What follows belongs to an exercise in optimizing a design on an open flow for small area and a short achievable clock period; a production flow would make more cautious choices. Only simulation tests tie the RTL to the original design; equivalence was not proved.

===== flow/config.mk =====
export PLATFORM = sky130hd
export DESIGN_NAME = alu
export DESIGN_NICKNAME = alu
export VERILOG_FILES = /design/flow/design.v
export SDC_FILE = /design/flow/constraint.sdc
export NUM_CORES = 4
export LEC_CHECK = 0
export ABC_AREA = 1
export CAP_MARGIN = 20
export CORE_MARGIN = 2
export CORE_UTILIZATION = 40
export SLEW_MARGIN = 20

===== flow/constraint.sdc =====
create_clock -name core_clock -period 100.0 [get_ports {clk}]
set_input_delay 20.0000 -clock core_clock [delete_from_list [all_inputs] [get_ports {clk}]]
set_output_delay 20.0000 -clock core_clock [all_outputs]
set_load 0.01 [all_outputs]

===== flow/design.v =====
module alu #(
   parameter int unsigned WIDTH = 32
) (
   input  logic             clk,
   input  logic             rst,
   input  logic [WIDTH-1:0] A,
   input  logic [WIDTH-1:0] B,
   input  logic [2:0]       Opcode,
   output logic [WIDTH-1:0] Result,
   output logic             Error
);
   localparam int W = WIDTH;
   localparam logic DIV_EN = 1'b1;
   logic is_as, is_mul, is_div, sub;
   assign is_as  = (Opcode[2:1] == 2'b00);
   assign is_mul = (Opcode == 3'b010);
   assign is_div = DIV_EN && (Opcode == 3'b011);
   assign sub    = Opcode[0];
   logic          sa, sb, neg;
   logic [W-1:0]  ma, mb;
   assign sa  = A[W-1];
   assign sb  = B[W-1];
   assign neg = sa ^ sb;
   assign ma  = sa ? (~A + 1'b1) : A;
   assign mb  = sb ? (~B + 1'b1) : B;
   logic [W-1:0]  x, din, mbias;
   logic          cin, inv_b;
   assign inv_b = is_div ? ~sb : sub;
   assign x     = is_mul ? ma : (B ^ {W{inv_b}});
   assign cin   = is_div ? ~sb : (is_as & sub);
   assign mbias = {~neg, {(W-1){neg}}};
   always_comb begin
      if (is_div)      din = ma;
      else if (is_mul) din = mbias;
      else if (is_as)  din = A;
      else             din = '0;
   end
   function automatic logic [W-1:0] pfx_or(input logic [W-1:0] v);    
      pfx_or = v;
      for (int l = 0; (1 << l) < W; l++)
         for (int i = 0; i < W; i++)
            if (((i >> l) & 1) == 1)
               pfx_or[i] = pfx_or[i] | pfx_or[((i >> l) << l) - 1];
   endfunction
   function automatic logic [W-1:0] rev(input logic [W-1:0] v);
      for (int i = 0; i < W; i++)
         rev[i] = v[W-1-i];
   endfunction
   logic [W-1:0]  hz, lo_nz, hi_ne, hi_nz, anz;
   assign lo_nz = pfx_or(B);
   assign hi_ne = rev(pfx_or(rev({1'b0, B[W-2:0] ^ {(W-1){sb}}})));    
   assign hi_nz = rev(pfx_or(rev(ma)));                                  
   for (genvar k = 0; k < W; k++) begin : g_hz
      if (k < W - 1) begin : g_lo
         assign hz[k]  = ~hi_ne[k+1] & (~sb | lo_nz[k]);
         assign anz[k] = hi_nz[k+1];
      end else begin : g_top
         assign hz[k]  = ~sb | lo_nz[k];
         assign anz[k] = 1'b0;
      end
   end
   logic [W-1:0]  q;            
   logic [W-1:0]  c;            
   logic [W-1:0]  en_q, sel_st, qmask;
   logic [W-1:0]  p, qd;
   logic          bz;
   assign bz = (B == '0);
   for (genvar k = 0; k < W; k++) begin : g_ctl
      assign en_q[k]   = is_div & hz[k];
      assign sel_st[k] = is_mul ? mb[W-1-k] : (is_as && (k == W - 1));
      assign q[W-1-k]  = c[k] & hz[k];
      assign qmask[k]  = hz[k] & ~bz;
   end
   logic          mul_ovf;
   alu_array #(.W(W)) u_array (
      .din(din), .x(x), .cin(cin), .en_q(en_q), .sel_st(sel_st), .qmask(qmask), .neg(neg),
      .anz(anz), .p(p), .c(c), .qd(qd), .lost(mul_ovf));
   logic          div_err, as_ovf;
   logic [W-1:0]  pm;
   assign pm      = p ^ mbias;
   assign div_err = bz | (q[W-1] & ~neg);
   assign as_ovf  = (A[W-1] == x[W-1]) && (p[W-1] != A[W-1]);
   logic [W-1:0]  res_d;
   logic          err_d;
   always_comb begin
      res_d = '0;
      err_d = 1'b0;
      case (Opcode)
         3'b000, 3'b001: begin
            res_d = p;
            err_d = as_ovf;
         end
         3'b010: begin
            res_d = pm;
            err_d = mul_ovf;
         end
         3'b011: begin
            if (DIV_EN) begin
               res_d = qd;
               err_d = div_err;
            end else begin
               res_d = '0;
               err_d = 1'b1;
            end
         end
         3'b100: res_d = A & B;
         3'b101: res_d = A | B;
         3'b110: res_d = A ^ B;
         3'b111: res_d = ~A;
         default: begin
            res_d = '0;
            err_d = 1'b1;
         end
      endcase
   end
   always_ff @(posedge clk) begin
      if (rst) begin
         Result <= '0;
         Error  <= 1'b0;
      end else begin
         Result <= res_d;
         Error  <= err_d;
      end
   end
endmodule
module alu_array #(
   parameter int unsigned W = 32
) (
   input  logic [W-1:0] din,
   input  logic [W-1:0] x,
   input  logic         cin,
   input  logic [W-1:0] en_q,
   input  logic [W-1:0] sel_st,
   input  logic [W-1:0] qmask,
   input  logic         neg,
   input  logic [W-1:0] anz,
   output logic [W-1:0] p,
   output logic [W-1:0] c,
   output logic [W-1:0] qd,
   output logic         lost
);
   logic [W-1:0] r [W+1];       
   assign r[0] = '0;
   for (genvar k = 0; k < W; k++) begin : g_row
      logic [k:0] rin, nxt;
      if (k == 0) begin : g_first
         assign rin = din[W-1];
      end else begin : g_rest
         assign rin = {r[k][k-1:0], din[W-1-k]};
      end
      alu_row #(.N(k + 1)) u_row (
         .rin(rin), .x(x[k:0]), .cin(cin), .en_q(en_q[k]), .sel_st(sel_st[k]),
         .nxt(nxt), .c(c[k]));
      if (k == W - 1) begin : g_last
         assign r[k+1] = nxt;
      end else begin : g_mid
         assign r[k+1] = {{(W-1-k){1'b0}}, nxt};
      end
   end
   assign p = r[W];
   logic [W-1:0] v;
   for (genvar k = 0; k < W; k++) begin : g_q
      assign v[W-1-k] = c[k] & qmask[k];
   end
   assign qd = neg ? (~v + 1'b1) : v;
   assign lost = |(sel_st & (c | anz));
endmodule
module alu_row #(
   parameter int unsigned N = 8
) (
   input  logic [N-1:0] rin,
   input  logic [N-1:0] x,
   input  logic         cin,
   input  logic         en_q,
   input  logic         sel_st,
   output logic [N-1:0] nxt,
   output logic         c
);
   logic [N-1:0] s;
   assign {c, s} = {1'b0, rin} + {1'b0, x} + cin;
   assign nxt = ((c & en_q) | sel_st) ? s : rin;
endmodule

===== flow/flow/run.sh =====
#!/bin/bash
# Own layout flow: the standard ORFS flow, run on the design with its array (modules alu_array
# and alu_row) replaced by cell-level rows that flow/mkgl.py writes. Everything else, including
# synthesis of the rest of the design and its registers, is the standard flow, except that
# the port buffers are buf_2 cells.
set -euo pipefail
python3 flow/mkgl.py design.v > design_gl.v 2> mkgl.log
bash standard.sh VERILOG_FILES="$PWD/design_gl.v" \
   BUFFER_PORTS_ARGS="-buffer_cell sky130_fd_sc_hd__buf_2" > standard.log 2>&1

===== flow/flow/mkgl.py =====
#!/usr/bin/env python3
"""Replace the behavioural array of design.v (modules alu_array and alu_row) by cell-level
rows (sky130_fd_sc_hd).

usage: mkgl2.py design.v > design_gl.v

alu_array in the RTL: row k takes the value r left by row k-1 (k bits), brings in din[W-1-k],
    {c[k], s} = {r, din[W-1-k]} + x[k:0] + cin
    r        = ((c[k] & en_q[k]) | sel_st[k]) ? s : {r, din[W-1-k]}
Here each row is a Brent-Kung adder with alternating AOI/OAI levels and an inverting 2:1 mux,
so rows alternate between passing r and ~r to the next row: even rows take r and give ~r,
odd rows take ~r and give r (W is even, so the last row gives r).
"""
import re
import sys

PFX = "sky130_fd_sc_hd__"
W = 32
FAN = 12      # mux selects per select gate
SIZE = True   # upsize cells by fanout
FO2, FO4 = 3, 6
UPSIZE = {"a21oi", "o21ai", "nand2", "nor2", "inv"}
ALT = True    # alternate row polarity with inverting muxes (else true rows, 2:1 muxes)


class Row:
    """Row k (n = k + 1 bits). pin: True when the bits from the row above arrive true (even k)."""

    def __init__(self, k):
        self.k, self.n = k, k + 1
        self.pin = (k % 2 == 0) or not ALT
        self.lines, self.wires, self.cnt = [], [], 0
        self.inv_cache = {}

    def w(self):
        self.cnt += 1
        self.wires.append(f"w{self.cnt}")
        return f"w{self.cnt}"

    def cell(self, typ, **pins):
        self.cnt += 1
        conns = ", ".join(f".{p}({v})" for p, v in pins.items())
        self.lines.append(f"  {PFX}{typ} c{self.cnt} ({conns});")

    def inv(self, net):
        if net not in self.inv_cache:
            y = self.w()
            self.cell("inv_1", A=net, Y=y)
            self.inv_cache[net] = y
        return self.inv_cache[net]

    def pol(self, sig, want):
        net, p = sig
        return net if p == want else self.inv(net)

    def combine(self, G, P, i, j):
        tgt = G[i][1]
        gi, pi, gj = self.pol(G[i], tgt), self.pol(P[i], tgt), self.pol(G[j], tgt)
        y = self.w()
        self.cell("a21oi_1" if tgt else "o21ai_1", A1=pi, A2=gj, B1=gi, Y=y)
        newp = None
        if P[j] is not None:
            pj = self.pol(P[j], tgt)
            yp = self.w()
            self.cell("nand2_1" if tgt else "nor2_1", A=pi, B=pj, Y=yp)
            newp = (yp, not tgt)
        G[i] = (y, not tgt)
        P[i] = newp

    def build(self):
        n, pin = self.n, self.pin
        m = n + 1
        G = [None] * m
        P = [None] * m
        # level 0: true rows give (~p, ~g), complement rows give (p, g)
        lvl0 = not pin          # polarity of level-0 outputs
        G[0] = ("cin", True) if lvl0 else ("cin_n", False)
        psig = []
        for i in range(n):
            xi, xni = f"x[{i}]", f"xn[{i}]"
            pp, gg = self.w(), self.w()
            if i == 0:                      # din: always true
                if lvl0:
                    self.cell("xor2_1", A="din", B=xi, X=pp)
                    self.cell("and2_1", A="din", B=xi, X=gg)
                else:
                    self.cell("xnor2_1", A="din", B=xi, Y=pp)
                    self.cell("nand2_1", A="din", B=xi, Y=gg)
            else:
                r = f"rp[{i-1}]"
                if pin:                     # r true: ~p, ~g
                    self.cell("xnor2_1", A=r, B=xi, Y=pp)
                    self.cell("nand2_1", A=r, B=xi, Y=gg)
                else:                       # r complemented: p = xnor(~r, x), g = nor(~r, ~x)
                    self.cell("xnor2_1", A=r, B=xi, Y=pp)
                    self.cell("nor2_1", A=r, B=xni, Y=gg)
            psig.append((pp, lvl0))
            G[i + 1] = (gg, lvl0)
            P[i + 1] = (pp, lvl0)
        levels = max(1, (m - 1).bit_length())
        for l in range(levels):
            for i in range(m - 1, -1, -1):
                if (i + 1) % (2 << l) == 0 and i - (1 << l) >= 0:
                    self.combine(G, P, i, i - (1 << l))
        for l in range(levels - 2, -1, -1):
            for i in range(m - 1, -1, -1):
                if (i + 1) % (2 << l) == (1 << l) and i >= (2 << l):
                    self.combine(G, P, i, i - (1 << l))
        # carry out and select: a non-inverting a21o, whose small input and strong output
        # stage the carry out to the row's mux selects
        cpos = self.pol(G[n], True)
        self.lines.append(f"  assign c = {cpos};")
        size = "1" if n < 6 else ("2" if n < 14 else "4")
        sel = self.w()
        self.cell(f"a21o_{size}", A1=cpos, A2="en_q", B1="sel_st", X=sel)
        sels = [sel] * n
        per = 1
        sel_true = True
        # sums and muxes: with ALT, true rows give ~nxt and complement rows give nxt through
        # inverting muxes; without, every row gives nxt through a 2:1 mux
        want_s = pin                 # mux data polarity equals the row's input polarity
        for i in range(n):
            pnet, ppos = psig[i]
            cn, cp = G[i]
            s = self.w()
            # xor2(a, b) = p ^ c ^ (a is ~p) ^ (b is ~c)
            flips = (not ppos) ^ (not cp)
            gives_s = not flips       # xor2 output is s when flips is even
            if gives_s == want_s:
                self.cell("xor2_1", A=pnet, B=cn, X=s)
            else:
                self.cell("xnor2_1", A=pnet, B=cn, Y=s)
            if i == 0:
                rside = "din" if pin else self.inv("din")
            else:
                rside = f"rp[{i-1}]"
            a0, a1 = (rside, s) if sel_true else (s, rside)
            if ALT:
                self.cell("mux2i_1", S=sels[i // per], A0=a0, A1=a1, Y=f"nxt[{i}]")
            else:
                self.cell("mux2_1", S=sels[i // per], A0=a0, A1=a1, X=f"nxt[{i}]")

    def size(self):
        """Upsize a cell whose output drives many pins: _2 from FO2 loads, _4 from FO4."""
        pin_re = re.compile(r"\.(\w+)\(([^()]*)\)")
        loads = {}
        for line in self.lines:
            for p, net in pin_re.findall(line):
                if p not in ("Y", "X"):
                    loads[net] = loads.get(net, 0) + 1
        out = []
        for line in self.lines:
            m = re.match(r"(\s*" + PFX + r")(\w+?)_(\d)( .*)", line)
            if m:
                outs = [net for p, net in pin_re.findall(line) if p in ("Y", "X")]
                fo = loads.get(outs[0], 0) if outs else 0
                base, sz = m.group(2), int(m.group(3))
                if base in UPSIZE and sz == 1:
                    if fo >= FO4:
                        sz = 4
                    elif fo >= FO2:
                        sz = 2
                line = f"{m.group(1)}{base}_{sz}{m.group(4)}"
            out.append(line)
        self.lines = out

    def emit(self):
        self.build()
        if SIZE:
            self.size()
        k, n = self.k, self.n
        rp = f"input [{k-1}:0] rp, " if k > 0 else ""
        out = [f"module alu_row_gl_{k} (input din, {rp}input [{k}:0] x, input [{k}:0] xn,"
               f" input cin, input cin_n, input en_q, input sel_st, output [{k}:0] nxt, output c);"]
        out += [f"  wire {x};" for x in self.wires]
        out += self.lines
        out.append("endmodule")
        return "\n".join(out)


def array():
    out = ["module alu_array #(", "   parameter int unsigned W = 32", ") (",
           "   input  logic [W-1:0] din,", "   input  logic [W-1:0] x,", "   input  logic cin,",
           "   input  logic [W-1:0] en_q,", "   input  logic [W-1:0] sel_st,",
           "   input  logic [W-1:0] qmask,", "   input  logic neg,", "   input  logic [W-1:0] anz,",
           "   output logic [W-1:0] p,", "   output logic [W-1:0] c,", "   output logic [W-1:0] qd,",
           "   output logic lost", ");", f"   wire [{W-1}:0] xn;", f"   wire [{W // 8 - 1}:0] cin_n;"]
    for g in range(W // 8):          # the complemented carry in, one inverter per 8 rows
        out.append(f"   {PFX}inv_2 u_cin{g} (.A(cin), .Y(cin_n[{g}]));")
    for j in range(W):
        if ALT:
            out.append(f"   {PFX}inv_2 u_xn{j} (.A(x[{j}]), .Y(xn[{j}]));")
        else:
            out.append(f"   assign xn[{j}] = x[{j}];    // unused by true rows")
    for k in range(W):
        out.append(f"   wire [{k}:0] r{k};")
    for k in range(W):
        rp = f".rp(r{k-1}), " if k > 0 else ""
        out.append(f"   alu_row_gl_{k} u_row{k} (.din(din[{W-1-k}]), {rp}.x(x[{k}:0]), .xn(xn[{k}:0]),"
                   f" .cin(cin), .cin_n(cin_n[{k // 8}]), .en_q(en_q[{k}]), .sel_st(sel_st[{k}]),"
                   f" .nxt(r{k}), .c(c[{k}]));")
    out.append(f"   assign p = r{W-1};")
    out += qneg()
    out += lostchain()
    out.append("endmodule")
    return "\n".join(out)


def lostchain():
    """lost = |(sel_st & (c | anz)), ORed in row order: row k's carry comes after row k-1's."""
    out = []
    prev = None
    for k in range(W):
        t = f"lt{k}"
        out.append(f"   wire {t};")
        out.append(f"   {PFX}o21a_1 u_lt{k} (.A1(c[{k}]), .A2(anz[{k}]), .B1(sel_st[{k}]), .X({t}));")
        if prev is None:
            prev = t
        else:
            y = f"lo{k}"
            out.append(f"   wire {y};")
            out.append(f"   {PFX}or2_1 u_lo{k} (.A({prev}), .B({t}), .X({y}));")
            prev = y
    out.append(f"   assign lost = {prev};")
    return out


def qneg():
    """qd = neg ? -v : v with v[W-1-k] = c[k] & qmask[k]. v[0] (the last row's) comes last:
    qd[i] = v[i] ^ (neg & (|v[i-1:1] | v[0])), with |v[i-1:1] from a Sklansky OR scan."""
    out = [f"   wire [{W-1}:0] v;", "   wire v0b;"]
    for k in range(W):
        i = W - 1 - k
        typ = "and2_4" if i == 0 else "and2_1"
        out.append(f"   {PFX}{typ} u_v{i} (.A(c[{k}]), .B(qmask[{k}]), .X(v[{i}]));")
    # zz[i] = |v[i:1], i = 1..W-2
    z = {i: f"v[{i}]" for i in range(1, W - 1)}
    n = 0
    lvl = 0
    while (1 << lvl) < W - 2:
        newz = dict(z)
        for i in range(1, W - 1):
            j = i - 1                          # position within the scan, from 0
            if (j >> lvl) & 1:
                src = ((j >> lvl) << lvl) - 1 + 1
                n += 1
                w = f"zs{n}"
                out.append(f"   wire {w};")
                out.append(f"   {PFX}or2_1 u_zs{n} (.A({z[i]}), .B({z[src]}), .X({w}));")
                newz[i] = w
        z = newz
        lvl += 1
    out.append("   assign qd[0] = v[0];")
    out.append(f"   wire t1;")
    out.append(f"   {PFX}and2_1 u_t1 (.A(v[0]), .B(neg), .X(t1));")
    out.append(f"   {PFX}xor2_1 u_qd1 (.A(v[1]), .B(t1), .X(qd[1]));")
    for i in range(2, W):
        out.append(f"   wire t{i};")
        out.append(f"   {PFX}o21a_1 u_t{i} (.A1({z[i-1]}), .A2(v[0]), .B1(neg), .X(t{i}));")
        out.append(f"   {PFX}xor2_1 u_qd{i} (.A(v[i]), .B(t{i}), .X(qd[{i}]));".replace("v[i]", f"v[{i}]"))
    return out


def main():
    text = open(sys.argv[1]).read()
    for mod in ("alu_array", "alu_row"):
        text, k = re.subn(r"^module %s\b.*?^endmodule\s*$" % mod, "", text, flags=re.S | re.M)
        if k != 1:
            sys.exit(f"mkgl2: expected one {mod} module in the design")
    if not re.search(r"alu_array\s*#\s*\(\s*\.W\s*\(\s*W\s*\)\s*\)", text) or \
            not re.search(r"localparam\s+int\s+W\s*=\s*WIDTH\s*;", text) or \
            not re.search(r"parameter\s+int\s+unsigned\s+WIDTH\s*=\s*32\b", text):
        sys.exit("mkgl2: the cell-level array is built for WIDTH 32 only")
    parts = [text, array()]
    for k in range(W):
        parts.append(Row(k).emit())
    print("\n".join(parts))


if __name__ == "__main__":
    main()

===== flow/standard.sh =====
#!/bin/bash
# synth_recipe.tcl (not shown) runs the flow's synth.tcl, then flattens the netlist and writes it again
# the make line also repeats each setting of config.mk as NAME=value (left out here)
make -C /OpenROAD-flow-scripts/flow DESIGN_CONFIG=/design/flow/config.mk WORK_HOME=/design/flow/orfs CLKGATE_MAP_FILE= SYNTH_SCRIPT=/design/flow/synth_recipe.tcl "${@:-finish}"

==> results of run 1 <==
==> flip-flops by register name, indices dropped and copies added, names as in the netlist <==
register	flops
Error	1
Result	32
==> worst min path at each step <==
stage / start / to / slack, ns / cells past startpoint
finish: A[30] / Result[30] / 20.15 / 6
global route: A[30] / Result[30] / 20.19 / 6
CTS: A[30] / Result[30] / 20.14 / 6
detailed placement: Result[24] / Result[24] / 20.39 / 1
global placement: Result[9] / Result[9] / 20.39 / 1
floorplan: A[18] / Result[18] / 20.27 / 3
==> routing by layer <==
metal / vias up / global-route usage (%) / share of wire (%)
li1: 18000 / - / -
met1: 17500 / 41.5 / 42
met2: 1753 / 50.0 / 43
met3: 371 / 4.67 / 9.1
met4: 4 / 16.5 / 6.2
met5: - / 0 / 0.019
==> cells by family after synthesis <==
logic type                 count (synthesis)
buffers and inverters                    487
xor gates and xnor gates                1102
and+or+nand+nor                         1770
DFF                                       33
other                                      1
muxes                                    528
adders and majority gates                 71
AOI/OAI and AO/OA                       1293
==> cell usage in the layout (no fill, tap or decap), drive strengths merged, types with 3 or more instances in the layout <==
master / netlist / routed
xnor2: 784 / 784
nand2: 768 / 768
nor2: 676 / 676
o21ai: 570 / 570
a21oi: 539 / 539
mux2i: 528 / 528
inv: 409 / 409
xor2: 318 / 318
buf: 37 / 167
nand3: 129 / 129
or2: 103 / 103
ha: 71 / 71
o21a: 63 / 63
and2: 49 / 49
dfxtp: 33 / 33
a21o: 32 / 32
a221oi: 24 / 24
nor3: 24 / 24
nand4: 16 / 16
o2111ai: 14 / 14
a22oi: 10 / 10
o22ai: 9 / 9
o211ai: 8 / 8
a31o: 5 / 5
clkbuf: 39 / 5
o31ai: 4 / 4
nand3b: 3 / 3
o221ai: 3 / 3
clkinvlp: 0 / 3
==> final cells by class <==
cell class	instances	area, um2	area share (%)
repair buffers	167	1020	2.83
clock inverters	3	22.5	0.0623
diodes	1	2.50	0.00693
well taps	1080	1350	3.74
multi-input cells	4765	31400	86.9
inverters	411	1540	4.27
clock buffers	5	125	0.346
flip-flops and latches	33	661	1.83
==> synth_stat cells (all sizes together) <==
library cell    n
xnor2         784
nand2         768
nor2          676
o21ai         570
a21oi         539
mux2i         528
inv           409
xor2          318
nand3         129
or2           103
ha             71
o21a           63
and2           49
clkbuf         39
buf            37
dfxtp          33
a21o           32
a221oi         24
nor3           24
nand4          16
o2111ai        14
a22oi          10
o22ai           9
o211ai          8
a31o            5
o31ai           4
nand3b          3
o221ai          3
a211oi          2
a31oi           2
a41oi           2
clkinv          2
nor4            2
o21bai          2
o311ai          2
o41ai           2
conb            1
==> stage by stage <==
| step | cells | utilization (%) |
|---|---|---|
| 6_report | 6465 | 43.2 |
| 5_1_grt | 6464 | 43.2 |
| 4_1_cts | 6463 | 43.2 |
| 3_5_place_dp | 6455 | 43.0 |
| 3_3_place_gp | 6455 | 43.0 |
| 2_1_floorplan | 5285 | - |
==> qor.txt, run 1 <==
run status: finished clean
Synth Area in Simple Gates: 22.6%
post-synth cell types: 58
Arr. time, crit path: 85.02 ns
RSZ-0062 raised after global routing: false
Port Buffers: 101
worst min path class: primary input to flop
Die H: 294 um
Final Cell Area: 36,100 um2
CP endpoint kind: flop
gr ovfl total: 0
layout cells sized above 1: 9.29%
xor and xnor area share after synthesis: 28.6%
crit start category: primary input
first-pass GRT wire length: 210,000 um
post_cts resized: 0
TritonCTS clock tree: yes
register area share after synthesis: 1.96%
router iterations before antenna repair: 7
placed cell area: 35,900 um2
DRT antenna net count: 0
Synth Instances: 5,285
final slew viol count: 0
Critical Path Max Stage Delay: 0.55 ns
Slew HR: 22.6%
via count: 37.5k
Crit Path Max Fanout: 46
wire per inst: 22.1 um
worst setup path startpoint: A[31]
htree depth: 2
CTS sink cnt: 33
Post-CTS Setup Inserts: 0
Final #Nets: 5,523
final worst path period share: 84.9%
WP buf/inv: 54
Fin Setup TNS: 0 ns
# hold bufs at CTS: 0
Root Driver: clkbuf_16
DP HPWL: 110,000 um
Num CTS Buffers: 5
post-synthesis cell area: 33,700 um2
mux cell area share after synthesis: 15.7%
Tmin final: 84.90 ns
Mean Syn Cell Area: 6.38 um2
Post-Place Setup Slack: 16.05 ns
Via density: 5.81
io pins: 102
initial antenna violation count: 4
Worst Path Required: 100.12 ns
hold slack: 20.15 ns
kind of cell adding the most delay to the critical path: compound AO/OA/AOI/OAI gates
largest net degree at the start of global routing: 54
vias in the first global route: 34.1k
fillers: 8,906
Synth Warn #: 1
# rows: 106
die area: 86,600 um2
WP depth: 313
Synth top area share: 20.4%
register bit total from synthesis: 33
critical path type: primary input to flop
Final WS setup: 15.10 ns
main combinational cell family by area after synthesis: XOR/XNOR gates
crit path to: Result[15]
DRT iter0 DRCs: 4,031
initial core utilization: 40.4%
GPL Wtd Cong: 1.07
final hold viol count: 0
GRT Resource Usage Total: 31.6%
final WL: 143,000 um
Die Width: 294 um
most frequent CP cell: inv_1
Max Cap Violations: 0
P&R area growth vs syn: 7.13%
largest area contributor in the netlist: xnor2_1
syn_nets: 5,425
# DRC: 0
Post-Synth Adder-Cell Area: 2.63%
clock slew at reported path FFs: 0.09 ns
Synth Area in Compound Gates: 22.8%
FMAX: 11.8 MHz
cell at the slowest stage of the critical path: mux2i_1
top cells by area, synth: xnor2_1, mux2i_1, nand2_1, xor2_1, nor2_1
Longest Clk Path Bufs: 2
final setup fails: 0
Slew @ Worst Pin: 1.16 ns
Core ar.: 83,600 um2
==> run 2: changes to the inputs <==
--- a/flow/design.v
+++ b/flow/design.v
@@ -26,5 +26,5 @@
    logic [W-1:0]  x, din, mbias;
    logic          cin, inv_b;
-   assign inv_b = is_div ? ~sb : sub;
+   assign inv_b = is_div ? ~sb : (is_as & sub);
    assign x     = is_mul ? ma : (B ^ {W{inv_b}});
    assign cin   = is_div ? ~sb : (is_as & sub);
@@ -33,6 +33,5 @@
       if (is_div)      din = ma;
       else if (is_mul) din = mbias;
-      else if (is_as)  din = A;
-      else             din = '0;
+      else             din = A;        
    end
    function automatic logic [W-1:0] pfx_or(input logic [W-1:0] v);    
@@ -73,7 +72,8 @@
    end
    logic          mul_ovf;
+   logic [W-1:0]  pn, gn;       
    alu_array #(.W(W)) u_array (
       .din(din), .x(x), .cin(cin), .en_q(en_q), .sel_st(sel_st), .qmask(qmask), .neg(neg),
-      .anz(anz), .p(p), .c(c), .qd(qd), .lost(mul_ovf));
+      .anz(anz), .p(p), .c(c), .qd(qd), .lost(mul_ovf), .pn(pn), .gn(gn));
    logic          div_err, as_ovf;
    logic [W-1:0]  pm;
@@ -104,7 +104,7 @@
             end
          end
-         3'b100: res_d = A & B;
-         3'b101: res_d = A | B;
-         3'b110: res_d = A ^ B;
+         3'b100: res_d = ~gn;
+         3'b101: res_d = ~(pn & gn);
+         3'b110: res_d = ~pn;
          3'b111: res_d = ~A;
          default: begin
@@ -138,5 +138,7 @@
    output logic [W-1:0] c,
    output logic [W-1:0] qd,
-   output logic         lost
+   output logic         lost,
+   output logic [W-1:0] pn,
+   output logic [W-1:0] gn
 );
    logic [W-1:0] r [W+1];       
@@ -164,4 +166,8 @@
    end
    assign qd = neg ? (~v + 1'b1) : v;
+   logic [W-1:0] rlast;
+   assign rlast = {r[W-1][W-2:0], din[0]};
+   assign pn = ~(rlast ^ x);
+   assign gn = ~(rlast & x);
    assign lost = |(sel_st & (c | anz));
 endmodule
--- a/flow/flow/mkgl.py
+++ b/flow/flow/mkgl.py
@@ -32,4 +32,5 @@
         self.lines, self.wires, self.cnt = [], [], 0
         self.inv_cache = {}
+        self.pg0 = []
 
     def w(self):
@@ -96,4 +97,5 @@
                     self.cell("nor2_1", A=r, B=xni, Y=gg)
             psig.append((pp, lvl0))
+            self.pg0.append(((pp, lvl0), (gg, lvl0)))
             G[i + 1] = (gg, lvl0)
             P[i + 1] = (pp, lvl0)
@@ -167,4 +169,8 @@
     def emit(self):
         self.build()
+        if self.k == W - 1:              # the last row also gives ~p and ~g of each bit
+            for i, (ps, gs) in enumerate(self.pg0):
+                self.lines.append(f"  assign pn[{i}] = {self.pol(ps, False)};")
+                self.lines.append(f"  assign gn[{i}] = {self.pol(gs, False)};")
         if SIZE:
             self.size()
@@ -172,5 +178,6 @@
         rp = f"input [{k-1}:0] rp, " if k > 0 else ""
         out = [f"module alu_row_gl_{k} (input din, {rp}input [{k}:0] x, input [{k}:0] xn,"
-               f" input cin, input cin_n, input en_q, input sel_st, output [{k}:0] nxt, output c);"]
+               f" input cin, input cin_n, input en_q, input sel_st, output [{k}:0] nxt, output c"
+               + (f", output [{k}:0] pn, output [{k}:0] gn" if k == W - 1 else "") + ");"]
         out += [f"  wire {x};" for x in self.wires]
         out += self.lines
@@ -185,5 +192,5 @@
            "   input  logic [W-1:0] qmask,", "   input  logic neg,", "   input  logic [W-1:0] anz,",
            "   output logic [W-1:0] p,", "   output logic [W-1:0] c,", "   output logic [W-1:0] qd,",
-           "   output logic lost", ");", f"   wire [{W-1}:0] xn;", f"   wire [{W // 8 - 1}:0] cin_n;"]
+           "   output logic lost,", "   output logic [W-1:0] pn,", "   output logic [W-1:0] gn", ");", f"   wire [{W-1}:0] xn;", f"   wire [{W // 8 - 1}:0] cin_n;"]
     for g in range(W // 8):          # the complemented carry in, one inverter per 8 rows
         out.append(f"   {PFX}inv_2 u_cin{g} (.A(cin), .Y(cin_n[{g}]));")
@@ -199,5 +206,5 @@
         out.append(f"   alu_row_gl_{k} u_row{k} (.din(din[{W-1-k}]), {rp}.x(x[{k}:0]), .xn(xn[{k}:0]),"
                    f" .cin(cin), .cin_n(cin_n[{k // 8}]), .en_q(en_q[{k}]), .sel_st(sel_st[{k}]),"
-                   f" .nxt(r{k}), .c(c[{k}]));")
+                   f" .nxt(r{k}), .c(c[{k}])" + (", .pn(pn), .gn(gn)" if k == W - 1 else "") + ");")
     out.append(f"   assign p = r{W-1};")
     out += qneg()
==> run 2 against run 1 <==
Net effect:
- hold slack improved by 0.054 ns
- clock-buffer cell count did not move
- flip-flop and latch count unchanged
- fmax decreased by 1.4%
- wire length shrank 3.0%
- non-clock buffer count shrank 2
- cell area shrank 1.6%
==> qor.txt, run 2 <==
run status: finished clean
first-pass GRT wire length: 204,000 um
post_cts resized: 0
final WL: 138,000 um
Critical Path Max Stage Delay: 0.73 ns
mux cell area share after synthesis: 15.9%
EDFF count, synth: 0
largest net degree at the start of global routing: 70
crit start category: primary input
footprint of the multi-input gates: 30,600 um2
Synth Warn #: 1
CP endpoint kind: flop
vias in the first global route: 33.1k
Root Driver: clkbuf_16
P&R area growth vs syn: 7.10%
Port Buffers: 101
DP HPWL: 107,000 um
Post-CTS Setup Inserts: 0
Synth Area in Simple Gates: 23.3%
cell at the slowest stage of the critical path: mux2i_1
Die H: 292 um
router iterations before antenna repair: 6
clock slew at reported path FFs: 0.07 ns
initial antenna violation count: 3
Core ar.: 82,100 um2
Synth top cells by count: nand2_1, xnor2_1, nor2_1, mux2i_1, a21oi_1
# hold bufs at CTS: 0
wire per inst: 21.4 um
most frequent CP cell: inv_1
Longest Clk Path Bufs: 2
Via density: 5.69
Num CTS Buffers: 5
register area: 661 um2
final worst path period share: 86.1%
DRT antenna net count: 0
CTS sink cnt: 33
Slew @ Worst Pin: 1.24 ns
die area: 85,300 um2
DRT iter0 DRCs: 3,756
most frequent cells in the layout: nand2_1, xnor2_1, nor2_1
via count: 36.9k
# rows: 105
htree depth: 2
final hold viol count: 0
# DRC: 0
Reg with most FFs: Result
register bit total from synthesis: 33
Tmin final: 86.13 ns
Final #Nets: 5,481
syn_nets: 5,391
post-synth cell types: 51
worst min path class: primary input to flop
largest registers: Result x32, Error x1
critical path type: primary input to flop
Max Cap Violations: 0
main combinational cell family by area after synthesis: XOR/XNOR gates
TritonCTS clock tree: yes
initial core utilization: 40.4%
Fin Setup TNS: 0 ns
Synth Area in Compound Gates: 22.9%
Slew HR: 16.1%
Top FF cell, synth: dfxtp_1
Worst Path Required: 100.16 ns
hold path cells: 2
Die Width: 292 um
Post-Synth Adder-Cell Area: 0.264%
leading cell type by number of instances after synthesis: nand2_1
Synth top area share: 20.7%
gr ovfl total: 0
GRT Resource Usage Total: 30.9%
xor and xnor area share after synthesis: 29.1%
largest area contributor in the netlist: xnor2_1
most common cell after layout, fill and taps aside: nand2_1
final slew viol count: 0
number of flip-flops in the largest register: 32
fillers: 8,795
async set-or-reset flop fraction in the synthesized netlist: 0%
register area share after synthesis: 1.99%
io pins: 102
post-synthesis cell area: 33,200 um2
Synth Instances: 5,315
RSZ-0062 raised after global routing: false
Crit Path Max Fanout: 51
top cells by area, synth: xnor2_1, mux2i_1, nand2_1, xor2_1, nor2_1
FMAX: 11.6 MHz
final setup fails: 0
Mean Syn Cell Area: 6.24 um2
Arr. time, crit path: 86.29 ns
layout cells sized above 1: 9.19%
GPL Wtd Cong: 1.04
-- run 2: changes by cell type after synthesis, moves of 13 or more --
cell and delta:
inv_1 +68, ha_1 -64, nand2_1 +59, o211ai_1 +32, a21oi_1 -30, o221ai_1 +26
nor2_2 +24, nor2_1 -21, o21ai_0 -18, o2111ai_1 -14, a221oi_1 -13
-- run 2: final cells by class --
cell class / count / share of cell area, %
Inverter: 478 / 5.05
Clock inverter: 3 / 0.130
Clock buffer: 5 / 0.352
Sequential cell: 33 / 1.86
Multi-Input combinational cell: 4722 / 86.1
Antenna cell: 1 / 0.00704
Timing Repair Buffer: 165 / 2.77
Tap cell: 1070 / 3.77
-- run 2: path summary, 6_finish.rpt --
| path | start | end | slack, ns |
|---|---|---|---|
| worst max-delay path | Opcode[1] | Result[31] | 13.87 |
| worst min-delay path | rst | Result[5] | 20.21 |
-- run 2: through the flow --
stage                     utilization [%]  instance area, um2  setup WS, ns  hold slack [ns]  instances
after floorplan                         -               33200         18.99            20.24       5315
after global placement               43.1               35400         15.80            20.39       6468
after detailed placement             43.1               35400         14.93            20.39       6468
after CTS                            43.3               35500         15.02            20.20       6476
after global routing                 43.3               35500          8.09            20.22       6477
final                                43.3               35500         13.87            20.21       6477
-- run 2: metal layers --
layer  GRT usage [%]  vias to the layer above  routed length (um)
met2            49.0                     1532               59500
met3            4.66                      307               11300
met4            18.2                        2                9610
met5               0                        -                  13
li1                -                    17900                   -
met1            39.7                    17100               58000
-- run 2: worst max-delay path, delay by kind of cell --
family	cells	cell delay, ns
AO/OA/AOI/OAI	161	34.36
multiplexers	31	11.97
XOR/XNOR	33	7.65
buffers and inverters	56	6.72
AND/OR/NAND/NOR	38	5.17
-- run 2: kinds of logic (layout without fill, tap and decap cells) --
group	count (synthesis)	count (layout)
simple gates	1815	1815
compound gates	1269	1269
xor+xnor	1102	1102
buf+inv	560	651
mux	528	528
flops	33	33
fa+ha+maj	7	7
other cells	1	2
==> run 3: changes to the inputs <==
--- a/flow/flow/mkgl.py
+++ b/flow/flow/mkgl.py
@@ -18,4 +18,5 @@
 W = 32
 FAN = 12      # mux selects per select gate
+SFAN = 16     # mux selects per a21o select gate
 SIZE = True   # upsize cells by fanout
 FO2, FO4 = 3, 6
@@ -113,9 +114,12 @@
         cpos = self.pol(G[n], True)
         self.lines.append(f"  assign c = {cpos};")
-        size = "1" if n < 6 else ("2" if n < 14 else "4")
-        sel = self.w()
-        self.cell(f"a21o_{size}", A1=cpos, A2="en_q", B1="sel_st", X=sel)
-        sels = [sel] * n
-        per = 1
+        ncopy = (n + SFAN - 1) // SFAN    # wide rows: side-by-side a21o's for halves of the row
+        per = (n + ncopy - 1) // ncopy
+        size = "1" if per < 6 else ("2" if per < 14 else "4")
+        sels = []
+        for _ in range(ncopy):
+            sel = self.w()
+            self.cell(f"a21o_{size}", A1=cpos, A2="en_q", B1="sel_st", X=sel)
+            sels.append(sel)
         sel_true = True
         # sums and muxes: with ALT, true rows give ~nxt and complement rows give nxt through
--- a/flow/config.mk
+++ b/flow/config.mk
@@ -9,4 +9,5 @@
 export CAP_MARGIN = 20
 export CORE_MARGIN = 2
-export CORE_UTILIZATION = 40
+export CORE_UTILIZATION = 65
+export PLACE_DENSITY = 0.85
 export SLEW_MARGIN = 20
==> run 3 against run 2 <==
Net effect:
- still clean
- area after synthesis grew 0.35%
- first-iteration DRC count increased by 21%
- non-clock buffer count shrank 7
- sequential share of layout area barely moved
- fmax up 0.72%
- worst setup slack better by 0.62 ns
==> qor.txt, run 3 <==
Max Cap Violations: 0
wl on met1: 50,700 um
crit start category: primary input
Post-CTS Setup Inserts: 0
Slew @ Worst Pin: 1.19 ns
htree depth: 2
most frequent cells in the layout: nand2_1, xnor2_1, nor2_1
worst min path class: primary input to flop
Arr. time, crit path: 85.74 ns
Core ar.: 50,400 um2
wire per inst: 21.7 um
register area share after synthesis: 1.98%
Fin Setup TNS: 0 ns
post_cts resized: 0
Root Driver: clkbuf_16
# rows: 82
Top Metal Used: met5
FMAX: 11.7 MHz
top cells by area, synth: xnor2_1, mux2i_1, nand2_1, xor2_1, nor2_1
initial core utilization: 66.1%
Worst Path Required: 100.23 ns
via count: 38.3k
Via density: 6.28
Crit Path Max Fanout: 64
vias in the first global route: 34.8k
first-pass GRT wire length: 198,000 um
Synth top area share: 20.6%
Mean Syn Cell Area: 6.25 um2
Port Buffers: 101
post-synthesis cell area: 33,300 um2
final setup fails: 0
Synth top cells by count: nand2_1, xnor2_1, nor2_1, mux2i_1, a21oi_1
Final #Nets: 5,490
worst hold path startpoint: rst
Tmin final: 85.51 ns
run status: finished clean
RSZ-0062 raised after global routing: false
final hold viol count: 0
async set-or-reset flop fraction in the synthesized netlist: 0%
post-synth cell types: 51
DRT antenna net count: 0
initial antenna violation count: 11
# hold bufs at CTS: 0
number of flip-flops in the largest register: 32
final worst path period share: 85.5%
Hold Crit Endpoint: Result[21]
die area: 53,100 um2
# DRC: 0
met3 routed WL: 15,800 um
leading cell type by number of instances after synthesis: nand2_1
Final Cell Area: 35,200 um2
cell at the slowest stage of the critical path: mux2i_1
Post-Place Setup Slack: 16.13 ns
register bit total from synthesis: 33
largest net degree at the start of global routing: 65
final WL: 132,000 um
most frequent CP cell: inv_1
Die H: 230 um
most common cell after layout, fill and taps aside: nand2_1
gr ovfl total: 0
layout cells sized above 1: 9.34%
router iterations before antenna repair: 10
TritonCTS clock tree: yes
DP Cell Count: 6,078
Die Width: 230 um
hold path cells: 2
Synth Warn #: 1
Slew HR: 20.7%
Synth Instances: 5,331
placed cell area: 34,900 um2
fillers: 4,572
largest registers: Result x32, Error x1
DRT iter0 DRCs: 4,548
io pins: 102
Top FF cell, synth: dfxtp_1
largest area contributor in the netlist: xnor2_1
final cell count without fillers: 6,094
Longest Clk Path Bufs: 2
EDFF count, synth: 0
DP HPWL: 103,000 um
P&R area growth vs syn: 5.57%
Reg with most FFs: Result
CP endpoint kind: flop
critical path type: primary input to flop
Num CTS Buffers: 5
syn_nets: 5,407
final slew viol count: 0
GPL Wtd Cong: 1.08
Critical Path Max Stage Delay: 0.62 ns
clock slew at reported path FFs: 0.06 ns
CTS sink cnt: 33
GRT Resource Usage Total: 47.4%
Final WS setup: 14.49 ns
Met2 Routed Length: 55,400 um
run 3: changes by cell type after synthesis:
cell and delta:
a21o_4 -4, a21o_2 +20
run 3: metrics by stage:
step	util (%)	hold slack, ns
floorplan	-	20.24
global placement	69.3	20.39
detailed placement	69.4	20.39
CTS	69.7	20.19
global route	69.8	20.22
finish	69.8	20.21
run 3: final cells by class:
class / instances / area (um2) / share of cell area [%]
multi-input combinational: 4738 / 30700 / 87.4
inverter: 478 / 1800 / 5.11
timing repair buffer: 158 / 973 / 2.77
tap: 672 / 841 / 2.39
sequential: 33 / 661 / 1.88
clock buffer: 7 / 153 / 0.434
antenna: 7 / 17.5 / 0.0498
clock inverter: 1 / 5.00 / 0.0142
run 3: cell families (layout without fill, tap and decap cells):
group | count (synthesis) | after routing | share of synthesized area, %
simple gates | 1815 | 1815 | 23.2
xor+xnor | 1102 | 1102 | 29.0
other cells | 1 | 8 | 0.0113
buf+inv | 560 | 644 | 6.53
compound gates | 1285 | 1285 | 23.2
fa+ha+maj | 7 | 7 | 0.263
flops | 33 | 33 | 1.98
mux | 528 | 528 | 15.9
run 3: per-layer routing:
layer  GRT usage, %  vias up
li1               -    18000
met5              0        -
met3           12.7      561
met2           73.2     2214
met4           31.8       12
met1           57.5    17500
run 3: critical path, delay by kind of cell:
kind	cells	cell delay, ns
AOI/OAI and AO/OA	171	35.17
muxes	31	10.38
xor gates and xnor gates	33	8.35
buffers and inverters	57	7.14
and+or+nand+nor	28	4.35
run 3: how the worst max path moves through the flow:
stage | end | cells after the start | slack (ns) | start
after global placement | Result[2] | 320 | 18.29 | Opcode[1]
after detailed placement | Result[2] | 320 | 16.13 | Opcode[1]
after CTS | Result[2] | 320 | 16.29 | Opcode[1]
after global routing | Result[3] | 318 | 9.30 | Opcode[1]
after floorplan | Result[19] | 316 | 19.47 | Opcode[1]
final | Result[2] | 320 | 14.49 | Opcode[1]
==> run 4: changes to the inputs <==
--- a/flow/config.mk
+++ b/flow/config.mk
@@ -9,5 +9,4 @@
 export CAP_MARGIN = 20
 export CORE_MARGIN = 2
-export CORE_UTILIZATION = 65
-export PLACE_DENSITY = 0.85
+export CORE_UTILIZATION = 40
 export SLEW_MARGIN = 20
==> run 4 against run 3 <==
Net effect:
- still clean
- area after synthesis unchanged
- worst setup slack improved by 0.46 ns
- first-iteration DRC count fell by 17%
- critical path depth fell by 5
- hold slack improved by 0.017 ns
- utilization shrank 26 points
- clock-buffer cell count stayed put
- critical endpoint is now Result[3]
- highest routed layer unchanged
==> qor.txt, run 4 <==
run status: finished clean
register bit total from synthesis: 33
via count: 36.9k
final setup fails: 0
final slew viol count: 0
fillers: 8,843
router iterations before antenna repair: 8
DP HPWL: 107,000 um
largest net degree at the start of global routing: 62
initial antenna violation count: 6
cell at the slowest stage of the critical path: o21ai_4
number of flip-flops in the largest register: 32
Reg with most FFs: Result
Via density: 5.69
# rows: 105
largest registers: Result x32, Error x1
post-layout util: 43.3%
largest area contributor in the netlist: xnor2_1
GRT Resource Usage Total: 30.5%
Fin Setup TNS: 0 ns
Slew @ Worst Pin: 1.11 ns
layout cells sized above 1: 9.31%
Synth top cells by count: nand2_1, xnor2_1, nor2_1, mux2i_1, a21oi_1
gr ovfl total: 0
most frequent cells in the layout: nand2_1, xnor2_1, nor2_1
post_cts resized: 0
register area share after synthesis: 1.98%
Tmin final: 85.05 ns
most frequent CP cell: inv_1
Num CTS Buffers: 5
GPL Wtd Cong: 1.05
most common cell after layout, fill and taps aside: nand2_1
htree depth: 2
Post-CTS Setup Inserts: 0
Slew HR: 25.4%
RSZ-0062 raised after global routing: false
Mean Syn Cell Area: 6.25 um2
EDFF count, synth: 0
Die Width: 293 um
critical path type: primary input to flop
Top FF cell, synth: dfxtp_1
syn_nets: 5,407
# DRC: 0
initial core utilization: 40.5%
final worst path period share: 85.0%
vias in the first global route: 33.3k
DRT antenna net count: 0
Max Cap Violations: 0
P&R area growth vs syn: 6.93%
CP endpoint kind: flop
# hold bufs at CTS: 0
post-synth cell types: 51
crit start category: primary input
clock slew at reported path FFs: 0.06 ns
Top Metal Used: met5
Worst Path Required: 100.15 ns
met3 routed WL: 11,600 um
leading cell type by number of instances after synthesis: nand2_1
Final #Nets: 5,488
worst min path class: primary input to flop
Synth Instances: 5,331
final hold viol count: 0
top cells by area, synth: xnor2_1, mux2i_1, nand2_1, xor2_1, nor2_1
async set-or-reset flop fraction in the synthesized netlist: 0%
io pins: 102
CTS sink cnt: 33
FMAX: 11.8 MHz
Longest Clk Path Bufs: 2
DRT iter0 DRCs: 3,785
wl on met1: 58,200 um
Port Buffers: 101
final WL: 137,000 um
wire per inst: 21.1 um
Arr. time, crit path: 85.20 ns
Core ar.: 82,200 um2
die area: 85,600 um2
Die H: 293 um
Root Driver: clkbuf_16
Crit Path Max Fanout: 37
post-synthesis cell area: 33,300 um2
Critical Path Max Stage Delay: 1.02 ns
Synth top area share: 20.6%
first-pass GRT wire length: 202,000 um
TritonCTS clock tree: yes
Synth Warn #: 1
Met2 Routed Length: 59,300 um
run 4: worst max-delay path, delay by kind of cell:
family          cells  cell delay, ns
compound gates    168           36.07
xor+xnor           33            7.38
buf+inv            54            6.41
mux                31           11.22
simple gates       29            3.90
run 4: layout make-up:
| type | count | area (um2) | area share (%) |
|---|---|---|---|
| multi-input combinational | 4738 | 30700 | 86.3 |
| inverter | 478 | 1800 | 5.04 |
| tap | 1070 | 1340 | 3.76 |
| timing repair buffer | 156 | 918 | 2.58 |
| sequential | 33 | 661 | 1.86 |
| clock buffer | 7 | 143 | 0.401 |
| clock inverter | 1 | 30.0 | 0.0843 |
| antenna | 3 | 7.51 | 0.0211 |
run 4: per-layer routing:
| layer | track usage (%) | vias to the layer above |
|---|---|---|
| li1 | - | 17900 |
| met1 | 39.9 | 17100 |
| met2 | 48.7 | 1534 |
| met3 | 4.73 | 313 |
| met4 | 14.5 | 6 |
| met5 | 0 | - |
run 4: worst paths after layout:
check,from,end,slack [ns],cells past startpoint
setup / recovery,Opcode[1],Result[3],14.95,315
hold / removal,rst,Result[24],20.22,2
run 4: cells by family (layout without fill, tap and decap cells):
family / count (synthesis) / after routing / synth area share [%]
and+or+nand+nor: 1815 / 1815 / 23.2
AOI/OAI and AO/OA: 1285 / 1285 / 23.2
xor gates and xnor gates: 1102 / 1102 / 29.0
buffers and inverters: 560 / 642 / 6.53
muxes: 528 / 528 / 15.9
DFF: 33 / 33 / 1.98
adders and majority gates: 7 / 7 / 0.263
other: 1 / 4 / 0.0113
run 4: through the flow:
stage          cells  hold slack (ns)  setup slack, ns  area (um2)
2_1_floorplan   5331            20.24            19.47       33300
3_3_place_gp    6475            20.39            17.20       35400
3_5_place_dp    6475            20.39            15.91       35400
4_1_cts         6483            20.20            16.00       35600
5_1_grt         6485            20.24             9.49       35600
6_report        6486            20.22            14.95       35600
==> run 5: changes to the inputs <==
--- a/flow/flow/mkgl.py
+++ b/flow/flow/mkgl.py
@@ -48,5 +48,5 @@
         if net not in self.inv_cache:
             y = self.w()
-            self.cell("inv_1", A=net, Y=y)
+            self.cell("inv_2", A=net, Y=y)      # inv_2 has inv_1's area
             self.inv_cache[net] = y
         return self.inv_cache[net]
@@ -145,5 +145,5 @@
                 self.cell("mux2i_1", S=sels[i // per], A0=a0, A1=a1, Y=f"nxt[{i}]")
             else:
-                self.cell("mux2_1", S=sels[i // per], A0=a0, A1=a1, X=f"nxt[{i}]")
+                self.cell("mux2_2", S=sels[i // per], A0=a0, A1=a1, X=f"nxt[{i}]")   # mux2_2 has mux2_1's area
 
     def size(self):
@@ -231,5 +231,5 @@
             y = f"lo{k}"
             out.append(f"   wire {y};")
-            out.append(f"   {PFX}or2_1 u_lo{k} (.A({prev}), .B({t}), .X({y}));")
+            out.append(f"   {PFX}or2_2 u_lo{k} (.A({prev}), .B({t}), .X({y}));")
             prev = y
     out.append(f"   assign lost = {prev};")
@@ -258,5 +258,5 @@
                 w = f"zs{n}"
                 out.append(f"   wire {w};")
-                out.append(f"   {PFX}or2_1 u_zs{n} (.A({z[i]}), .B({z[src]}), .X({w}));")
+                out.append(f"   {PFX}or2_2 u_zs{n} (.A({z[i]}), .B({z[src]}), .X({w}));")
                 newz[i] = w
         z = newz
--- a/flow/config.mk
+++ b/flow/config.mk
@@ -9,4 +9,5 @@
 export CAP_MARGIN = 20
 export CORE_MARGIN = 2
-export CORE_UTILIZATION = 40
+export CORE_UTILIZATION = 55
+export PLACE_DENSITY = 0.75
 export SLEW_MARGIN = 20
==> run 5 against run 4 <==
Net effect:
- critical path type unchanged
- still clean on timing, DRC and antenna
- area after synthesis unchanged
- largest cell class unchanged
- cell area decreased by 1.2%
==> qor.txt, run 5 <==
run status: finished clean
DRT antenna net count: 0
final worst path period share: 84.4%
initial antenna violation count: 8
router iterations before antenna repair: 8
Synth Area in Simple Gates: 23.2%
final setup fails: 0
async set-or-reset flop fraction in the synthesized netlist: 0%
io pins: 102
gr ovfl total: 0
DRT iter0 DRCs: 3,871
Die Width: 250 um
post_cts resized: 0
final hold viol count: 0
xor and xnor area share after synthesis: 29.0%
Synth top cells by count: nand2_1, xnor2_1, nor2_1, mux2i_1, a21oi_1
Synth Warn #: 1
post-layout util: 58.5%
WP buf/inv: 53
Synth top area share: 20.6%
syn_nets: 5,407
TritonCTS clock tree: yes
final slew viol count: 0
most frequent CP cell: inv_2
GPL Wtd Cong: 1.08
# hold bufs at CTS: 0
die area: 62,500 um2
Core ar.: 60,100 um2
clock slew at reported path FFs: 0.06 ns
layer with the highest usage: met2
Die H: 250 um
Top FF cell, synth: dfxtp_1
Critical Path Max Stage Delay: 0.60 ns
Via density: 6.05
routing usage on met1: 48.3%
Final #Nets: 5,485
wire per inst: 21.0 um
Tmin final: 84.37 ns
P&R area growth vs syn: 5.70%
Synth Area in Compound Gates: 23.2%
RSZ-0062 raised after global routing: false
cell at the slowest stage of the critical path: buf_2
Synth Instances: 5,331
Slew HR: 21.4%
number of flip-flops in the largest register: 32
register bit total from synthesis: 33
via count: 37.5k
Arr. time, crit path: 84.54 ns
worst min path class: primary input to flop
leading cell type by number of instances after synthesis: nand2_1
met2 Use GR: 61.2%
FMAX: 11.9 MHz
most frequent cells in the layout: nand2_1, xnor2_1, nor2_1
CTS sink cnt: 33
layout cells sized above 1: 15.8%
top cells by area, synth: xnor2_1, mux2i_1, nand2_1, xor2_1, nor2_1
Num CTS Buffers: 5
most common cell after layout, fill and taps aside: nand2_1
Post-Synth Adder-Cell Area: 0.263%
Crit Path Max Fanout: 36
largest area contributor in the netlist: xnor2_1
EDFF count, synth: 0
Reg with most FFs: Result
Post-CTS Setup Inserts: 0
vias in the first global route: 34.1k
kind of cell adding the most delay to the critical path: compound AO/OA/AOI/OAI gates
Max Cap Violations: 0
grt met3 use: 9.17%
initial core utilization: 55.4%
crit start category: primary input
Fin Setup TNS: 0 ns
Slew @ Worst Pin: 1.18 ns
Worst Path Required: 100.17 ns
Mean Syn Cell Area: 6.25 um2
largest net degree at the start of global routing: 62
main combinational cell family by area after synthesis: XOR/XNOR gates
largest registers: Result x32, Error x1
GRT Resource Usage Total: 39.5%
first-pass GRT wire length: 195,000 um
critical path type: primary input to flop
post-synthesis cell area: 33,300 um2
# rows: 90
# DRC: 0
CP endpoint kind: flop
Port Buffers: 101
Longest Clk Path Bufs: 2
htree depth: 2
DP HPWL: 101,000 um
final WL: 130,000 um
register area share after synthesis: 1.98%
post-synth cell types: 52
mux cell area share after synthesis: 15.9%
Root Driver: clkbuf_16
-- run 5: per-layer routing --
metal  part of all wire [%]  vias to the layer above
met2                     42                     1815
met5                  0.045                        -
met3                     10                      477
met1                     39                    17300
li1                       -                    17900
met4                    8.0                        8
-- run 5: cell families after synthesis --
logic type,count (synthesis)
muxes,528
adders and majority gates,7
and+or+nand+nor,1815
xor gates and xnor gates,1102
other,1
buffers and inverters,560
AOI/OAI and AO/OA,1285
DFF,33
-- run 5: area by class of cell --
cell class                      instances  area (um2)
Timing Repair Buffer                  153         896
Antenna cell                            5        12.5
Fill cell                            6083       24900
Clock inverter                          3        17.5
Inverter                              478        1800
Multi-Input combinational cell       4738       30700
Clock buffer                            5         125
Tap cell                              782         978
Sequential cell                        33         661
-- run 5: per-stage QoR --
| stage | std cells | instance area [um2] | hold WS [ns] | setup slack (ns) |
|---|---|---|---|---|
| floorplan | 5331 | 33300 | 20.24 | 18.53 |
| global placement | 6184 | 35000 | 20.39 | 18.53 |
| detailed placement | 6184 | 35000 | 20.39 | 16.96 |
| CTS | 6192 | 35200 | 20.19 | 17.15 |
| global route | 6195 | 35200 | 20.20 | 10.84 |
| finish | 6197 | 35200 | 20.20 | 15.63 |
-- run 5: worst paths after layout --
kind,startpoint,to,slack [ns],cells past startpoint
worst min-delay path,rst,Result[20],20.20,2
worst max-delay path,B[31],Result[16],15.63,314
==> run 6: changes to the inputs <==
--- a/flow/flow/mkgl.py
+++ b/flow/flow/mkgl.py
@@ -22,5 +22,5 @@
 FO2, FO4 = 3, 6
 UPSIZE = {"a21oi", "o21ai", "nand2", "nor2", "inv"}
-ALT = True    # alternate row polarity with inverting muxes (else true rows, 2:1 muxes)
+ALT = False   # alternate row polarity with inverting muxes (else true rows, 2:1 muxes)
 
 
==> run 6 against run 5 <==
Net effect:
- still clean on timing, DRC and antenna
- cell area rose by 0.47%
- clock-buffer cell count did not move
- synthesized cell count fell by 2.4%
- sequential share of layout area barely moved
- flip-flop and latch count did not move
- wire length down 9.5%
- global-route usage is 3.6 points lower
==> qor.txt, run 6 <==
run status: finished clean
Slew @ Worst Pin: 1.17 ns
Final #Nets: 5,356
register area share after synthesis: 1.98%
Fin Setup TNS: 0 ns
Post-Synth Adder-Cell Area: 0.262%
gr ovfl total: 0
final WL: 118,000 um
Critical Path Max Stage Delay: 0.84 ns
xor and xnor area share after synthesis: 28.9%
syn_nets: 5,280
largest net degree at the start of global routing: 63
# DRC: 0
main combinational cell family by area after synthesis: XOR/XNOR gates
hold path cells: 2
Synth Warn #: 1
first-pass GRT wire length: 182,000 um
Crit Path Max Fanout: 37
P&R area growth vs syn: 5.85%
Mean Syn Cell Area: 6.42 um2
worst hold path startpoint: rst
Port Buffers: 101
Top FF cell, synth: dfxtp_1
async set-or-reset flop fraction in the synthesized netlist: 0%
Max Cap Violations: 0
final hold viol count: 0
die area: 62,700 um2
# hold bufs at CTS: 0
post_cts resized: 0
GPL Wtd Cong: 1.15
final setup fails: 0
FMAX: 11.7 MHz
final cell count without fillers: 6,074
Root Driver: clkbuf_16
DRT iter0 DRCs: 3,814
largest area contributor in the netlist: xnor2_1
final slew viol count: 0
register bit total from synthesis: 33
Synth Area in Compound Gates: 23.1%
Synth top cells by count: nand2_1, xnor2_1, o21ai_1, mux2_2, nor2_1
TritonCTS clock tree: yes
Die Width: 250 um
mux cell area share after synthesis: 17.8%
Die H: 250 um
DP Cell Count: 6,055
# rows: 90
Arr. time, crit path: 85.72 ns
Core ar.: 60,200 um2
worst min path class: primary input to flop
most frequent CP cell: a21oi_2
EDFF count, synth: 0
htree depth: 2
Num CTS Buffers: 5
top cells by area, synth: xnor2_1, mux2_2, nand2_1, o21ai_1, xor2_1
Via density: 6.01
vias in the first global route: 33.0k
post-layout util: 58.7%
most frequent cells in the layout: nand2_1, xnor2_1, o21ai_1
Post-CTS Setup Inserts: 0
Synth top area share: 22.8%
DRT antenna net count: 0
crit start category: primary input
post-synth cell types: 52
initial core utilization: 55.5%
Final WS setup: 14.51 ns
RSZ-0062 raised after global routing: false
post-synthesis cell area: 33,400 um2
initial antenna violation count: 12
leading cell type by number of instances after synthesis: nand2_1
Post-Place Setup Slack: 15.56 ns
via count: 36.5k
io pins: 102
critical path type: primary input to flop
Hold Crit Endpoint: Result[25]
Slew HR: 21.3%
wire per inst: 19.4 um
number of flip-flops in the largest register: 32
final worst path period share: 85.5%
clock slew at reported path FFs: 0.06 ns
DP HPWL: 92,900 um
Synth Instances: 5,204
router iterations before antenna repair: 6
Worst Path Required: 100.23 ns
cell at the slowest stage of the critical path: clkinv_2
Longest Clk Path Bufs: 2
GRT Resource Usage Total: 35.9%
CTS sink cnt: 33
most common cell after layout, fill and taps aside: nand2_1
Tmin final: 85.49 ns
largest registers: Result x32, Error x1
Reg with most FFs: Result
layout cells sized above 1: 23.5%
CP endpoint kind: flop
Synth Area in Simple Gates: 22.9%
## run 6: cell types whose count changed after synthesis, sizes merged, moves of 171 or more
cell,change
mux2,+528
mux2i,-528
a21oi,-187
nand2,+187
o21ai,+187
nor2,-171
## run 6: area by class of cell
| type | instances | area, um2 |
|---|---|---|
| fillers | 5895 | 24900 |
| diodes | 11 | 27.5 |
| flip-flops and latches | 33 | 661 |
| clock inverters | 3 | 65.1 |
| multi-input cells | 4738 | 31300 |
| inverters | 351 | 1320 |
| well taps | 782 | 978 |
| repair buffers | 151 | 881 |
| clock buffers | 5 | 125 |
## run 6: logic make-up (layout without fill, tap and decap cells)
kind of cell / after synthesis / count (layout)
adder cells (fa/ha/maj): 7 / 7
AO/OA/AOI/OAI: 1285 / 1285
XOR/XNOR: 1102 / 1102
AND/OR/NAND/NOR: 1815 / 1815
multiplexers: 528 / 528
flip-flops: 33 / 33
other: 1 / 12
buffers and inverters: 433 / 510
## run 6: worst max-delay path, delay by kind of cell
kind / cells / cell delay, ns
buffers and inverters: 42 / 4.44
muxes: 31 / 10.74
and+or+nand+nor: 20 / 3.46
AOI/OAI and AO/OA: 180 / 38.14
xor gates and xnor gates: 34 / 8.67
## run 6: per-layer routing
metal,routed length (um),share of wire [%],vias to the layer above,GRT usage (%)
met4,5740,4.9,4,16.1
met1,49700,42,16700,47.2
met2,49600,42,1755,56.0
li1,-,-,17700,-
met3,12500,11,314,7.60
met5,27,0.023,-,0
## run 6: how the worst max path moves through the flow
stage / from / end / slack [ns] / cells after the start
global placement: Opcode[1] / Result[18] / 17.81 / 303
finish: Opcode[1] / Result[18] / 14.51 / 307
floorplan: Opcode[1] / Result[19] / 16.42 / 300
CTS: Opcode[1] / Result[18] / 15.68 / 307
detailed placement: Opcode[1] / Result[18] / 15.56 / 307
global route: Opcode[1] / Result[18] / 9.34 / 307
## run 6: stage by stage
step                hold slack, ns  area [um2]
global route                 20.21       35400
floorplan                    20.24       33400
finish                       20.19       35400
global placement             20.39       35100
detailed placement           20.39       35100
CTS                          20.17       35300

## afterwards: timing with drivers on the ports
The results above use ideal ports. As a check the final layouts listed here were re-extracted and re-timed, cells and wires unchanged.
Step 1, drivers: a clkbuf_16 drives clk and a buf_2 each remaining input, both assumed.
Step 2 moves the port delays by t, midway between the first and last clock arrival at a register: inputs arrive t later, outputs are due t later. That takes back most of the time a late clock gives input paths.
Three values: ideal, step 1, step 2; two values: the first two.
run | t, ns | setup slack, ns | worst hold slack (ns) | worst setup path at the end
run 1 | 0.380 | 15.102 / 15.130 / 14.751 | 20.153 / 20.128 / 20.400 | input to register
run 2 | 0.348 | 13.874 / 13.900 / 13.553 | 20.207 / 20.181 / 20.409 | input to register
run 3 | 0.313 | 14.490 / 14.468 / 14.155 | 20.207 / 20.197 / 20.413 | input to register
run 4 | 0.313 | 14.954 / 14.955 / 14.642 | 20.224 / 20.213 / 20.409 | input to register
run 5 | 0.318 | 15.630 / 15.622 / 15.305 | 20.201 / 20.190 / 20.409 | input to register
run 6 | 0.314 | 14.507 / 14.502 / 14.188 | 20.189 / 20.183 / 20.405 | input to register
After both steps setup and hold are still met in every run listed. For run 1, which loses most, drivers alone change the setup slack by +0.028 ns; drivers and shift together by -0.351 ns.
